From an optimization exercise on the open Yosys and OpenROAD flow, aimed at small area, a short achievable clock period and few clock cycles; shortcuts taken in it are not production practice.
In this exercise RTL edits were held to simulation tests only and were not proved equivalent to the original.
Power and IR drop assume default switching activity.

==> job 6048: inputs <==
==> flow/design.v (excerpt) <==
module rv_core_top (
    input  logic                  clk,
    input  logic                  rst_n_i,
    input  logic [32-1:0]   inst_i,
    output logic [32-1:0]   pc_o,
    output logic                  wb_valid_o,
    output logic [5-1:0] wb_rd_o,
    output logic [32-1:0]   wb_data_o
);
export LEC_CHECK = 0
export CAP_MARGIN = 20
export CORE_MARGIN = 2
export CORE_UTILIZATION = 40
export CTS_CLUSTER_DIAMETER = 100
export CTS_CLUSTER_SIZE = 20
export SETUP_SLACK_MARGIN = 2.0
export SLEW_MARGIN = 20
export SYNTH_HIERARCHICAL = 1
export SYNTH_MINIMUM_KEEP_SIZE = 0
export TNS_END_PERCENT = 0
create_clock -name core_clock -period 5.0 [get_ports {clk}]
run.sh (not shown) runs the stock make flow with config.mk's settings and CLKGATE_MAP_FILE= SYNTH_SCRIPT=/design/flow/synth_recipe.tcl, a recipe that flattens the netlist after the stock synthesis.
==> job 5601 (differences from job 6048) <==
--- a/flow/design.v
+++ b/flow/design.v
@@ -74,23 +74,21 @@
     output logic [32-1:0] alt_o        
 );
     logic [32-1:0]  pc_q;
     logic [32-1:0]  pc_next;
     logic [32-1:0]  pc_inc;
-    logic [32-1:0]  target;
     logic [12:0]          low;
     logic                 sign;
     logic [32-13:0] hi_p1;
     logic [32-13:0] hi_m1;
-    logic [32-13:0] hi;
     logic                 is_br;
     logic                 is_jal;
     logic                 jal_short;
     assign is_br     = (inst_i[6:0] == OPC_BRANCH) && (inst_i[14:13] == 2'b00);
     assign is_jal    = (inst_i[6:0] == OPC_JAL);
     assign jal_short = (inst_i[19:12] == {8{inst_i[31]}});
-    assign pred_o     = (is_br && inst_i[31]) || (is_jal && jal_short);
+    assign pred_o     = (is_br && (inst_i[31] || inst_i[12])) || (is_jal && jal_short);
     assign jal_long_o = is_jal && !jal_short;
     pc_incs u_pc_incs (
         .pc_i     (pc_q  ),
         .pc_inc_o (pc_inc),
         .hi_p1_o  (hi_p1 ),
@@ -100,20 +98,35 @@
         .pc_i   (pc_q[11:0]),
         .inst_i (inst_i    ),
         .low_o  (low       ),
         .sign_o (sign      )
     );
-    always_comb begin
-        case ({sign, low[12]})
-            2'b01:   hi = hi_p1;
-            2'b10:   hi = hi_m1;
-            default: hi = pc_q[32-1:12];
-        endcase
-    end
-    assign target = {hi, low[11:0]};
-    assign pc_next = redirect_i ? redirect_pc_i : (pred_o ? target : pc_inc);
-    assign alt_o   = (pred_o || is_jal) ? pc_inc : target;
+    logic                 use_inc;
+    logic [32-13:0] t0;
+    logic [32-13:0] t1;
+    logic [32-1:0]  n0;
+    logic [32-1:0]  n1;
+    logic [32-1:0]  a0;
+    logic [32-1:0]  a1;
+    logic [32-1:0]  fetch_next;
+    assign use_inc = pred_o || is_jal;
+    assign t0 = sign ? hi_m1 : pc_q[32-1:12];
+    assign t1 = sign ? pc_q[32-1:12] : hi_p1;
+    assign n0 = pred_o  ? {t0, 12'b0} : pc_inc;
+    assign n1 = pred_o  ? {t1, 12'b0} : pc_inc;
+    assign a0 = use_inc ? pc_inc : {t0, 12'b0};
+    assign a1 = use_inc ? pc_inc : {t1, 12'b0};
+    for (genvar i = 0; i < 32; i++) begin : g_next
+        if (i < 12) begin : g_lo
+            g_mux2 u_f (.s(pred_o),  .a1(low[i]),  .a0(pc_inc[i]), .y(fetch_next[i]));
+            g_mux2 u_a (.s(use_inc), .a1(pc_inc[i]), .a0(low[i]), .y(alt_o[i]));
+        end else begin : g_hi
+            g_mux2 u_f (.s(low[12]), .a1(n1[i]), .a0(n0[i]), .y(fetch_next[i]));
+            g_mux2 u_a (.s(low[12]), .a1(a1[i]), .a0(a0[i]), .y(alt_o[i]));
+        end
+        g_mux2 u_n (.s(redirect_i), .a1(redirect_pc_i[i]), .a0(fetch_next[i]), .y(pc_next[i]));
+    end
     assign pc_o    = pc_q;
     always_ff @(posedge clk or negedge rst_n_i) begin
         if (!rst_n_i)
             pc_q <= 32'h0000_0000;
         else
@@ -251,20 +264,22 @@
 );
     logic [32-1:0]  regs_q [1:32-1];
     logic [32-1:1] valid_q;
     logic [32-1:0] sel1;
     logic [32-1:0] sel2;
-    always_ff @(posedge clk or negedge rst_n_i) begin
-        if (!rst_n_i) begin
-            valid_q <= '0;
-        end else if (we_i && wd_idx_i != '0) begin
-            valid_q[wd_idx_i] <= 1'b1;
+    for (genvar i = 1; i < 32; i++) begin : g_wr
+        logic we;
+        assign we = we_i && (wd_idx_i == i);
+        always_ff @(posedge clk or negedge rst_n_i) begin
+            if (!rst_n_i)
+                valid_q[i] <= 1'b0;
+            else if (we)
+                valid_q[i] <= 1'b1;
         end
-    end
-    always_ff @(posedge clk) begin
-        if (we_i && wd_idx_i != '0) begin
-            regs_q[wd_idx_i] <= wd_data_i;
+        always_ff @(posedge clk) begin
+            if (we)
+                regs_q[i] <= wd_data_i;
         end
     end
     assign sel1[0] = 1'b0;
     assign sel2[0] = 1'b0;
     for (genvar i = 1; i < 32; i++) begin : g_sel
@@ -290,10 +305,17 @@
     input  logic inv_i,
     output logic y_o
 );
     assign y_o = (sel_rf_i ? rf_i : alt_i) ^ inv_i;
 endmodule
+module sel_reg (
+    input  logic       clk,
+    input  logic [3:0] d_i,
+    output logic [3:0] q_o
+);
+    always_ff @(posedge clk) q_o <= d_i;
+endmodule
 module issue_stage (
     input  logic                  clk,
     input  logic                  rst_n_i,
     input  logic                  flush_i,
     input  logic [32-1:0]   pc_i,
@@ -329,14 +351,14 @@
     output logic                  ex_r_eq_o,    
     output logic                  ex_r_ne_o,    
     output logic [32-1:0]   ex_a_o,
     output logic [32-1:0]   ex_b_o,
     output logic [32-1:0]   ex_alt_o,
-    output logic                  ex_a_wb_o,    
-    output logic                  ex_b_wbp_o,   
-    output logic                  ex_b_wbn_o,   
-    output logic                  ex_b_oth_o    
+    output logic [3:0]            ex_a_wb_o,    
+    output logic [3:0]            ex_b_wbp_o,   
+    output logic [3:0]            ex_b_wbn_o,   
+    output logic [3:0]            ex_b_oth_o    
 );
     logic                a_wb;
     logic                b_wb;
     logic                sel_rf_a;
     logic                sel_rf_b;
@@ -346,10 +368,17 @@
     logic [32-1:0] b_val;
     assign sel_rf_a = !is_jal_i && !(wb_wen_i && rs1_i == wb_rd_i);
     assign sel_rf_b = !is_jal_i && !is_opi_i && !(wb_wen_i && rs2_i == wb_rd_i);
     assign a_alt    = is_jal_i ? pc_i : wb_data_i;
     assign b_alt    = is_opi_i ? imm_i_i : (is_jal_i ? imm_j_i : wb_data_i);
+    for (genvar k = 0; k < 4; k++) begin : g_sel
+        sel_reg u_sel (
+            .clk (clk),
+            .d_i ({a_wb, b_wb && !alu_i.sub, b_wb && alu_i.sub, !b_wb}),
+            .q_o ({ex_a_wb_o[k], ex_b_wbp_o[k], ex_b_wbn_o[k], ex_b_oth_o[k]})
+        );
+    end
     for (genvar i = 0; i < 32; i++) begin : g_opnd
         opnd_bit u_a (.rf_i(rs1_data_i[i]), .alt_i(a_alt[i]), .sel_rf_i(sel_rf_a),
                       .inv_i(1'b0), .y_o(a_val[i]));
         opnd_bit u_b (.rf_i(rs2_data_i[i]), .alt_i(b_alt[i]), .sel_rf_i(sel_rf_b),
                       .inv_i(alu_i.sub), .y_o(b_val[i]));
@@ -371,14 +400,10 @@
         ex_a_o     <= a_val;
         ex_b_o     <= b_val;                               
         ex_r_eq_o  <= (br_eq_i && !pred_i) || (br_ne_i && pred_i);
         ex_r_ne_o  <= (br_eq_i && pred_i) || (br_ne_i && !pred_i);
         ex_alt_o   <= alt_i;
-        ex_a_wb_o  <= a_wb;
-        ex_b_wbp_o <= b_wb && !alu_i.sub;
-        ex_b_wbn_o <= b_wb && alu_i.sub;
-        ex_b_oth_o <= !b_wb;
     end
 endmodule
 `timescale 1ns/100ps
 import core_pkg::*;
 module pfx_dot_n (
@@ -517,10 +542,17 @@
     output logic res_o
 );
     assign s_o   = p_i ^ !cn_i;
     assign res_o = sum_i ? s_o : oth_i;
 endmodule
+module byp_reg (
+    input  logic        clk,
+    input  logic [31:0] d_i,
+    output logic [31:0] q_o
+);
+    always_ff @(posedge clk) q_o <= d_i;
+endmodule
 module exec_unit (
     input  logic                  clk,
     input  logic                  rst_n_i,
     input  logic                  ex_valid_i,
     input  logic                  ex_wen_i,
@@ -531,23 +563,24 @@
     input  logic                  ex_r_eq_i,
     input  logic                  ex_r_ne_i,
     input  logic [32-1:0]   ex_a_i,
     input  logic [32-1:0]   ex_b_i,
     input  logic [32-1:0]   ex_alt_i,
-    input  logic                  ex_a_wb_i,
-    input  logic                  ex_b_wbp_i,
-    input  logic                  ex_b_wbn_i,
-    input  logic                  ex_b_oth_i,
+    input  logic [3:0]            ex_a_wb_i,    
+    input  logic [3:0]            ex_b_wbp_i,
+    input  logic [3:0]            ex_b_wbn_i,
+    input  logic [3:0]            ex_b_oth_i,
     output logic                  redirect_o,
     output logic [32-1:0]   redirect_pc_o,
     output logic                  flush_o,
     output logic                  ex_fwd_en_o,
     output logic                  wb_valid_o,
     output logic [5-1:0] wb_rd_o,
     output logic [32-1:0]   wb_result_o
 );
     logic [32-1:0] a;
+    logic [32-1:0] byp;
     logic [32-1:0] g;
     logic [32-1:0] p;
     logic [32-1:0] oth;
     logic [32-1:0] s;
     logic [32-1:0] res;
@@ -560,19 +593,19 @@
     logic                eq;
     logic                r_if_eq;
     logic                r_if_ne;
     for (genvar i = 0; i < 32; i++) begin : g_bit
         alu_bit #(.CIN(i == 0)) u_bit (
-            .wb_i    (wb_result_o[i]),
+            .wb_i    (byp[i]        ),
             .xa_i    (ex_a_i[i]     ),
             .xb_i    (ex_b_i[i]     ),
             .alt_i   (ex_alt_i[i]   ),
             .cin_i   (ex_alu_i.sub  ),
-            .a_wb_i  (ex_a_wb_i     ),
-            .b_wbp_i (ex_b_wbp_i    ),
-            .b_wbn_i (ex_b_wbn_i    ),
-            .b_oth_i (ex_b_oth_i    ),
+            .a_wb_i  (ex_a_wb_i[i/8] ),
+            .b_wbp_i (ex_b_wbp_i[i/8]),
+            .b_wbn_i (ex_b_wbn_i[i/8]),
+            .b_oth_i (ex_b_oth_i[i/8]),
             .land_i  (ex_alu_i.land ),
             .lor_i   (ex_alu_i.lor  ),
             .lxor_i  (ex_alu_i.lxor ),
             .link_i  (ex_alu_i.link ),
             .a_o     (a[i]          ),
@@ -614,10 +647,11 @@
         end else begin
             wb_valid_o <= ex_fwd_en_o;
             jl_pend_q  <= jl_now;
         end
     end
+    byp_reg u_byp (.clk(clk), .d_i(res), .q_o(byp));
     always_ff @(posedge clk) begin
         wb_rd_o     <= ex_rd_i;
         wb_result_o <= res;
         jt_q        <= s;
     end
@@ -664,14 +698,14 @@
     logic                  ex_r_eq;
     logic                  ex_r_ne;
     logic [32-1:0]   ex_a;
     logic [32-1:0]   ex_b;
     logic [32-1:0]   ex_alt;
-    logic                  ex_a_wb;
-    logic                  ex_b_wbp;
-    logic                  ex_b_wbn;
-    logic                  ex_b_oth;
+    logic [3:0]            ex_a_wb;
+    logic [3:0]            ex_b_wbp;
+    logic [3:0]            ex_b_wbn;
+    logic [3:0]            ex_b_oth;
     logic                  ex_fwd_en;
     fetch_unit u_fetch_unit (
         .clk           (clk         ),
         .rst_n_i       (rst_n_i     ),
         .redirect_i    (redirect    ),
==> notes.md <==
- Of job 6048 and job 5601, job 6048 has the higher global-route usage (gap 1.7 points).
- Against job 5601, the register-to-register slack of job 6048 is lower by 0.08 ns.
- Wire length: job 5601 is smaller than job 6048 (about 4%).
- Sequential power: job 5601 is larger than job 6048 (about 4%).
- Between job 6048 and job 5601, the lower power is in job 6048 (gap about 11%, measured against job 5601).
- In job 6048 the synthesized area is smaller than in job 5601, by about 1.8%.
Testbench counts of job 6048, summed over its fixed seeds: cycles 42,089.
Testbench counts of job 5601, summed over its fixed seeds: cycles 41,846.

what the ideal ports hide:
The flow's constraints put no driver on any port. The routed layouts listed below were extracted and timed again, unchanged, in two steps. Step 1 (the two cells are an assumption about what drives the block):
set clk [get_ports {clk}]
set_driving_cell -lib_cell sky130_fd_sc_hd__clkbuf_16 $clk
set_driving_cell -lib_cell sky130_fd_sc_hd__buf_2 [delete_from_list [all_inputs] $clk]
Step 2 moves the port delays by t, midway between the first and last clock arrival at a register: inputs arrive t later, outputs are due t later. That takes back most of the time a late clock gives input paths. Slacks: ideal ports / drivers / drivers and shift; pairs: ideal ports / drivers.
| run | t (ns) | setup slack, ns | hold WS [ns] | clock arrival spread, ns | pins driven straight from the clock port |
|---|---|---|---|---|---|
| job 6048 | 0.786 | 1.602 / 1.565 / 0.779 | 0.340 / 0.301 / 0.387 | 0.047 / 0.048 | 1 |
| job 5601 | 0.799 | 1.696 / 1.724 / 0.952 | 0.168 / 0.113 / 0.399 | 0.043 / 0.044 | 1 |
After both steps every run listed still meets setup and hold. For job 6048, which loses most, drivers alone change the setup slack by -0.037 ns; drivers and shift together by -0.823 ns.
